Background: an optimization exercise with open tools, aiming at small area, a short achievable clock period and few clock cycles per item. Do not read the settings as production practice. At most, simulation tests tie the RTL to the original design; equivalence was not proved. No activity file was given, so power comes from the tool's default toggle rates.

==> flow/design.v <==
module cpu_top (
    input  logic        clk,
    input  logic        reset,
    output logic [31:0] instr_addr,
    input  logic [31:0] instr_data,
    output logic        wb_cyc_o,
    output logic        wb_stb_o,
    output logic        wb_we_o,
    output logic [31:0] wb_adr_o,
    output logic [31:0] wb_dat_o,
    input  logic        wb_ack_i,
    input  logic [31:0] wb_dat_i
);
    logic [31:2] pc;
    logic        e_wr, e_ld, e_st;      
    logic        e_sub, e_and, e_or, e_slt, e_isr;
    logic        e_fa, e_fb;            
    logic [4:0]  e_rd;
    logic [31:0] e_a, e_b;
    logic [11:0] e_imm;
    logic        m_wr, m_ld, m_mem, m_st;
    logic [4:0]  m_rd;
    logic [31:0] m_res, m_sd;
    logic [31:0] regs [1:31];
    logic        busy;
    logic [31:0] wd;
    assign busy = m_mem && !wb_ack_i;
    assign wd   = m_ld ? wb_dat_i : m_res;
    assign wb_cyc_o = m_mem;
    assign wb_stb_o = m_mem;
    assign wb_we_o  = m_st;
    assign wb_adr_o = m_res;
    assign wb_dat_o = m_sd;
    always_ff @(posedge clk) begin
        if (m_wr && !busy) regs[m_rd] <= wd;
    end
    logic [31:0] ins;
    logic [6:0]  opc;
    logic [2:0]  f3;
    logic [4:0]  rs1, rs2, rd;
    logic        is_ld, is_st, is_ai, is_r, f3_ok, r_ok, d_wr, d_sub;
    logic [31:0] rv1, rv2;
    assign ins   = instr_data;
    assign opc   = ins[6:0];
    assign f3    = ins[14:12];
    assign rd    = ins[11:7];
    assign rs1   = ins[19:15];
    assign rs2   = ins[24:20];
    assign is_ld = (opc == 7'b0000011);
    assign is_st = (opc == 7'b0100011);
    assign is_ai = (opc == 7'b0010011);
    assign is_r  = (opc == 7'b0110011);
    assign f3_ok = (f3 == 3'b000) || (f3 == 3'b111) || (f3 == 3'b110) || (f3 == 3'b010);
    assign r_ok  = (ins[31:25] == 7'b0000000 && f3_ok) ||
                   (ins[31:25] == 7'b0100000 && f3 == 3'b000);
    assign d_wr  = (is_ld || (is_ai && f3_ok) || (is_r && r_ok)) && (rd != 5'd0);
    assign d_sub = is_r && ins[30];
    function automatic logic [31:0] rf_read(input logic [4:0] a);
        if (a == 5'd0)                rf_read = 32'd0;
        else if (m_wr && m_rd == a)   rf_read = wd;
        else                          rf_read = regs[a];
    endfunction
    assign rv1 = rf_read(rs1);
    assign rv2 = rf_read(rs2);
    always_ff @(posedge clk) begin
        if (reset) begin
            pc   <= '0;
            e_wr <= 1'b0;
            e_ld <= 1'b0;
            e_st <= 1'b0;
        end else if (!busy) begin
            pc   <= pc + 30'd1;
            e_wr <= d_wr;
            e_ld <= is_ld;
            e_st <= is_st;
        end
    end
    always_ff @(posedge clk) begin
        if (!busy) begin
            e_isr <= is_r;
            e_sub <= d_sub || (f3 == 3'b010 && (is_r || is_ai));
            e_and <= (is_r || is_ai) && f3 == 3'b111;
            e_or  <= (is_r || is_ai) && f3 == 3'b110;
            e_slt <= (is_r || is_ai) && f3 == 3'b010;
            e_fa  <= e_wr && e_rd == rs1;
            e_fb  <= e_wr && e_rd == rs2;
            e_rd  <= rd;
            e_a   <= rv1;
            e_b   <= rv2;
            e_imm <= is_st ? {ins[31:25], ins[11:7]} : ins[31:20];
        end
    end
    assign instr_addr = {pc, 2'b00};
    logic [31:0] opa, opr2, opb, opbx, sum, res;
    logic        lt;
    assign opa  = e_fa ? wd : e_a;
    assign opr2 = e_fb ? wd : e_b;
    assign opb  = e_isr ? opr2 : {{20{e_imm[11]}}, e_imm};
    assign opbx = opb ^ {32{e_sub}};
    assign sum  = opa + opbx + {31'd0, e_sub};
    assign lt   = (opa[31] ^ opb[31]) ? opa[31] : sum[31];
    always_comb begin
        if (e_and)      res = opa & opb;
        else if (e_or)  res = opa | opb;
        else if (e_slt) res = {31'd0, lt};
        else            res = sum;
    end
    always_ff @(posedge clk) begin
        if (reset) begin
            m_wr  <= 1'b0;
            m_ld  <= 1'b0;
            m_mem <= 1'b0;
            m_st  <= 1'b0;
        end else if (!busy) begin
            m_wr  <= e_wr;
            m_ld  <= e_ld;
            m_mem <= e_ld || e_st;
            m_st  <= e_st;
        end
    end
    always_ff @(posedge clk) begin
        if (!busy) begin
            m_rd  <= e_rd;
            m_res <= res;
            m_sd  <= opr2;
        end
    end
endmodule
clock: 6.5 ns
lec_check: 0
cap_margin: 20
core_margin: 2
core_utilization: 40
slew_margin: 20
run.sh (not shown) runs the stock make flow with config.mk's settings and CLKGATE_MAP_FILE= SYNTH_SCRIPT=/design/flow/synth_recipe.tcl, a recipe that flattens the netlist after the stock synthesis.
The baseline produced a clean layout.
Testbench counts at the start, summed over its fixed seeds: cycles 8,263, instrs 8,247.
Then changed:
--- a/flow/design.v
+++ b/flow/design.v
@@ -11,12 +11,15 @@
     input  logic        wb_ack_i,
     input  logic [31:0] wb_dat_i
 );
     logic [31:2] pc;
     logic        e_wr, e_ld, e_st;      
-    logic        e_sub, e_and, e_or, e_slt, e_isr;
-    logic        e_fa, e_fb;            
+    logic        e_sub, e_and, e_or, e_slt;
+    logic        e_far, e_fad, e_fan;   
+    logic        e_fbr, e_fbd, e_fbn;   
+    logic        e_obr, e_obd, e_obn;   
+    logic        e_imb;                 
     logic [4:0]  e_rd;
     logic [31:0] e_a, e_b;
     logic [11:0] e_imm;
     logic        m_wr, m_ld, m_mem, m_st;
     logic [4:0]  m_rd;
@@ -53,17 +56,27 @@
     assign f3_ok = (f3 == 3'b000) || (f3 == 3'b111) || (f3 == 3'b110) || (f3 == 3'b010);
     assign r_ok  = (ins[31:25] == 7'b0000000 && f3_ok) ||
                    (ins[31:25] == 7'b0100000 && f3 == 3'b000);
     assign d_wr  = (is_ld || (is_ai && f3_ok) || (is_r && r_ok)) && (rd != 5'd0);
     assign d_sub = is_r && ins[30];
-    function automatic logic [31:0] rf_read(input logic [4:0] a);
-        if (a == 5'd0)                rf_read = 32'd0;
-        else if (m_wr && m_rd == a)   rf_read = wd;
-        else                          rf_read = regs[a];
-    endfunction
-    assign rv1 = rf_read(rs1);
-    assign rv2 = rf_read(rs2);
+    logic [31:1] oh1, oh2;
+    logic [31:0] mx1, mx2;
+    logic        byp1, byp2;
+    always_comb begin
+        mx1 = '0;
+        mx2 = '0;
+        for (int i = 1; i < 32; i++) begin
+            oh1[i] = (rs1 == 5'(i));
+            oh2[i] = (rs2 == 5'(i));
+            mx1 = mx1 | (regs[i] & {32{oh1[i]}});
+            mx2 = mx2 | (regs[i] & {32{oh2[i]}});
+        end
+    end
+    assign byp1 = m_wr && m_rd == rs1;
+    assign byp2 = m_wr && m_rd == rs2;
+    assign rv1  = byp1 ? wd : mx1;
+    assign rv2  = byp2 ? wd : mx2;
     always_ff @(posedge clk) begin
         if (reset) begin
             pc   <= '0;
             e_wr <= 1'b0;
             e_ld <= 1'b0;
@@ -75,29 +88,37 @@
             e_st <= is_st;
         end
     end
     always_ff @(posedge clk) begin
         if (!busy) begin
-            e_isr <= is_r;
             e_sub <= d_sub || (f3 == 3'b010 && (is_r || is_ai));
             e_and <= (is_r || is_ai) && f3 == 3'b111;
             e_or  <= (is_r || is_ai) && f3 == 3'b110;
             e_slt <= (is_r || is_ai) && f3 == 3'b010;
-            e_fa  <= e_wr && e_rd == rs1;
-            e_fb  <= e_wr && e_rd == rs2;
+            e_far <= e_wr && !e_ld && e_rd == rs1;
+            e_fad <= e_wr &&  e_ld && e_rd == rs1;
+            e_fan <= !(e_wr && e_rd == rs1);
+            e_fbr <= e_wr && !e_ld && e_rd == rs2;
+            e_fbd <= e_wr &&  e_ld && e_rd == rs2;
+            e_fbn <= !(e_wr && e_rd == rs2);
+            e_obr <= is_r && e_wr && !e_ld && e_rd == rs2;
+            e_obd <= is_r && e_wr &&  e_ld && e_rd == rs2;
+            e_obn <= is_r && !(e_wr && e_rd == rs2);
+            e_imb <= !is_r;
             e_rd  <= rd;
             e_a   <= rv1;
             e_b   <= rv2;
             e_imm <= is_st ? {ins[31:25], ins[11:7]} : ins[31:20];
         end
     end
     assign instr_addr = {pc, 2'b00};
     logic [31:0] opa, opr2, opb, opbx, sum, res;
     logic        lt;
-    assign opa  = e_fa ? wd : e_a;
-    assign opr2 = e_fb ? wd : e_b;
-    assign opb  = e_isr ? opr2 : {{20{e_imm[11]}}, e_imm};
+    assign opa  = (m_res & {32{e_far}}) | (wb_dat_i & {32{e_fad}}) | (e_a & {32{e_fan}});
+    assign opr2 = (m_res & {32{e_fbr}}) | (wb_dat_i & {32{e_fbd}}) | (e_b & {32{e_fbn}});
+    assign opb  = (m_res & {32{e_obr}}) | (wb_dat_i & {32{e_obd}}) |
+                  (e_b & {32{e_obn}}) | ({{20{e_imm[11]}}, e_imm} & {32{e_imb}});
     assign opbx = opb ^ {32{e_sub}};
     assign sum  = opa + opbx + {31'd0, e_sub};
     assign lt   = (opa[31] ^ opb[31]) ? opa[31] : sum[31];
     always_comb begin
         if (e_and)      res = opa & opb;
Result: Setup slack improves by 0.16 ns. Critical path depth drops by 6. Die area drops by 7.9%. Sequential power climbs by 3.6%. Power climbs by 4.5%. Combinational power drops by about 7%. Synthesized cell count climbs by 5.7%. Wire length climbs by 50%.
Function not checked in the second run of this note: the RTL went through the layout flow alone.

[static timing again, ports no longer ideal]
Ports are ideal in the flow. The routed layouts listed here were re-timed in OpenROAD.
Step 1 assumes that a clkbuf_16 drives the clock port and a buf_2 every other input.
Step 2 also shifts input and output timing later by t, the mid clock arrival at the registers, as if the neighbouring blocks saw the same clock.
a / b / c = no drivers / after step 1 / after step 2; a / b = the first two.
run | shift t [ns] | setup slack, ns | hold WS [ns] | worst setup path after step 2 | slew at the worst register clock pin (ns)
the first run | 0.829 | 1.537 / 1.537 / 0.874 | 0.457 / 0.457 / 0.457 | input to register | 0.07 / 0.07
the second run | 0.837 | 1.700 / 1.642 / 0.805 | 0.466 / 0.466 / 0.466 | input to register | 0.07 / 0.07
After both steps every run listed still meets setup and hold. The setup slack of the second run, which loses most, moves by -0.058 ns with the drivers and by -0.895 ns with both steps.
